Background: an optimization exercise with open tools, aiming at a short achievable clock period and few clock cycles. Do not read the settings as production practice. Only simulation tests tie the RTL to the original design; equivalence was not proved. No activity file was given, so power comes from the tool's default toggle rates.

==> flow/design.v (excerpt) <==
module roi_crop_mosaic_address_gen_core (
    input  logic         clk,
    input  logic         rst_n,
    input  logic         s_tvalid,
    output logic         s_tready,
    input  logic [47:0]  s_tdata,   
    input  logic         s_tuser,   
    output logic         m_tvalid,
    input  logic         m_tready,
    output logic [103:0] m_tdata,   
    output logic [1:0]   m_tuser,   
    output logic         m_tlast,
    input  logic         cfg_valid,
    output logic         cfg_ready,
    input  logic [2:0]   cfg_index,
    input  logic [12:0]  cfg_data
);
    localparam int FIFO_N = 2;
    logic [12:0] cfg_w, cfg_h;
    logic [4:0]  cfg_scx, cfg_scy;
    logic [6:0]  cfg_cols, cfg_rows;
    logic [12:0] cfg_nslots;
    logic [11:0] cfg_mw;
    logic [9:0]  ns_lo, ns_hi;
    logic [14:0] cfg_w3;
    assign cfg_ready = 1'b1;
    function automatic logic [6:0] clamp_tiles(input logic [6:0] v);
        if (v == 7'd0)
            clamp_tiles = 7'd1;
        else if (v > 7'd64)
            clamp_tiles = 7'd64;
        else
            clamp_tiles = v;
    endfunction
    always_ff @(posedge clk or negedge rst_n)
    begin
        if (!rst_n)
        begin
            cfg_w    <= 13'd3840;
            cfg_h    <= 13'd2160;
            cfg_scx  <= 5'd8;
            cfg_scy  <= 5'd8;
            cfg_cols <= 7'd20;
            cfg_rows <= 7'd20;
        end
        else if (cfg_valid)
        begin
            case (cfg_index)
  ...
==> flow/config.mk <==
export PLATFORM = sky130hd
export DESIGN_NAME = roi_crop_mosaic_address_gen_core
export DESIGN_NICKNAME = roi_crop_mosaic_address_gen_core
export VERILOG_FILES = /design/flow/design.v
export SDC_FILE = /design/flow/constraint.sdc
export NUM_CORES = 4
export LEC_CHECK = 0
export CAP_MARGIN = 20
export CORE_MARGIN = 2
export CORE_UTILIZATION = 65
export CTS_CLUSTER_DIAMETER = 100
export CTS_CLUSTER_SIZE = 24
export PLACE_DENSITY = 0.75
export SLEW_MARGIN = 20
==> flow/constraint.sdc <==
create_clock -name core_clock -period 10.0 [get_ports {clk}]
set_input_delay 2.0000 -clock core_clock [delete_from_list [all_inputs] [get_ports {clk}]]
set_output_delay 2.0000 -clock core_clock [all_outputs]
set_load 0.01 [all_outputs]
standard.sh (not shown) runs the stock make flow with config.mk's settings and CLKGATE_MAP_FILE= SYNTH_SCRIPT=/design/flow/synth_recipe.tcl, a recipe that flattens the netlist after the stock synthesis.
==> flow/flow/run.sh <==
#!/bin/bash
# Standard layout, with timing repair aimed at a tighter target than the clock period so that
# the resizer keeps improving paths that already meet 10 ns. Constraints are unchanged.
set -euo pipefail
bash standard.sh SETUP_SLACK_MARGIN=7 finish > standard_flow.log 2>&1
Testbench counts at the start, summed over its fixed seeds: cycles 75,828.
Next try:
CORE_UTILIZATION = 50   (was 65)
PLACE_DENSITY = 0.8   (was 0.75)
Effect: The changed run ran to the end with no violations; worst setup slack gains 6.3 ps; non-clock buffer count shrinks by 9; die area is higher by 30%; clock power stays flat; cell area rises by 0.64%; count of clock-buffer cells in the layout does not change; sequential power stays flat; power hardly moves; cell count rises by 5.7%.

* * *

roi_crop_mosaic_address_gen_core, a different RTL version from the one above (not shown whole).
For scale: roughly 1900 flip-flops, about 180 I/O pins, ~79000 sq um of cells after synthesis.
Settings: LEC_CHECK=0, CAP_MARGIN=20, CORE_MARGIN=2, CORE_UTILIZATION=50, CTS_CLUSTER_DIAMETER=120, CTS_CLUSTER_SIZE=26, SLEW_MARGIN=20; clock period 10.0 ns.
==> flow/flow/run.sh <==
#!/bin/bash
# Standard layout, with timing repair aimed at a tighter target than the clock period so that
# the resizer keeps improving paths that already meet 10 ns. Constraints are unchanged.
set -euo pipefail
bash standard.sh SETUP_SLACK_MARGIN=7.3 finish > standard_flow.log 2>&1
The first run completed without violations.
Testbench counts at the start, summed over its fixed seeds: cycles 75,836.
Edit:
--- a/flow/flow/run.sh
+++ b/flow/flow/run.sh
@@ -4,2 +4,2 @@
 set -euo pipefail
-bash standard.sh SETUP_SLACK_MARGIN=7.3 finish > standard_flow.log 2>&1
+bash standard.sh SETUP_SLACK_MARGIN=7 finish > standard_flow.log 2>&1
Settings changed: CTS_CLUSTER_DIAMETER 120 to 100, CTS_CLUSTER_SIZE 26 to 24.
The new run finished clean. Power falls by a few percent. Routed wire length falls by a few percent. Setup slack gains 25 ps. Die area is unchanged. Sequential power barely changes.
Edit:
==> flow/run.sh (new file) <==
#!/bin/bash
# synth_recipe.tcl (not shown) runs the flow's synth.tcl, then flattens the netlist and writes it again
# the make line also repeats each setting of config.mk as NAME=value (left out here)
make -C /OpenROAD-flow-scripts/flow DESIGN_CONFIG=/design/flow/config.mk WORK_HOME=/design/flow/orfs CLKGATE_MAP_FILE= SYNTH_SCRIPT=/design/flow/synth_recipe.tcl finish
Settings changed: SETUP_SLACK_MARGIN set to 5.
removed: flow/flow/run.sh
removed: flow/standard.sh
Worst setup slack is worse by 680 ps.
Final area falls by a few percent.
Register-to-register slack degrades by 750 ps.
Count of clock-buffer cells in the layout came out lower by 2.
Sequential cell count is unchanged.
Sequential power is about the same.
Total power decreases by a few percent.
Via count is lower slightly.
Synthesized cell count is unchanged.
Worst hold slack is worse by 22 ps.
Core utilization drops by 1.7 points.
Edit:
==> flow/flow/run.sh (new file) <==
#!/bin/bash
# Standard layout, with timing repair aimed at a tighter target than the clock period so that
# the resizer keeps improving paths that already meet 10 ns. Constraints are unchanged.
set -euo pipefail
bash standard.sh SETUP_SLACK_MARGIN=7 finish > standard_flow.log 2>&1
==> flow/standard.sh (new file) <==
#!/bin/bash
# synth_recipe.tcl (not shown) runs the flow's synth.tcl, then flattens the netlist and writes it again
# the make line also repeats each setting of config.mk as NAME=value (left out here)
make -C /OpenROAD-flow-scripts/flow DESIGN_CONFIG=/design/flow/config.mk WORK_HOME=/design/flow/orfs CLKGATE_MAP_FILE= SYNTH_SCRIPT=/design/flow/synth_recipe.tcl "${@:-finish}"
Settings changed: CORE_UTILIZATION 50 to 60, SETUP_SLACK_MARGIN 5 to unset.
removed: flow/run.sh
Worst hold slack gains 29 ps.
Clock skew fell by 39 ps.
Via count went up by 3.4%.

## afterwards: timing with drivers on the ports
Ports are ideal in the flow. The routed layouts listed here were re-timed in OpenROAD.
Step 1 assumes that a clkbuf_16 drives the clock port and a buf_2 every other input.
Step 2, shift: input delay + t, output delay - t, t = (earliest + latest rising clock arrival at the registers) / 2. This alone moves slack from input paths to output paths.
a / b / c = ideal / step 1 / step 2; a / b = the first two.
| run | t (ns) | slack for setup (ns) | clock arrival spread, ns | worst slew at a driven data input, ns |
|---|---|---|---|---|
| the first run of note 1 | 0.778 | 6.729 / 6.649 / 6.375 | 0.035 / 0.035 | 0.04 |
| the second run of note 1 | 0.792 | 6.735 / 6.656 / 6.263 | 0.063 / 0.063 | 0.09 |
| the first run of note 2 | 0.798 | 6.717 / 6.637 / 6.580 | 0.054 / 0.054 | 0.09 |
| the second run of note 2 | 0.801 | 6.742 / 6.660 / 6.240 | 0.046 / 0.045 | 0.07 |
| the third run of note 2 | 0.812 | 6.065 / 6.065 / 5.609 | 0.077 / 0.077 | 0.05 |
| the fourth run of note 2 | 0.810 | 6.722 / 6.639 / 6.280 | 0.037 / 0.037 | 0.10 |
After both steps setup and hold are still met in every run listed. The setup slack of the second run of note 2, which loses most, moves by -0.082 ns with the drivers and by -0.502 ns with both steps.
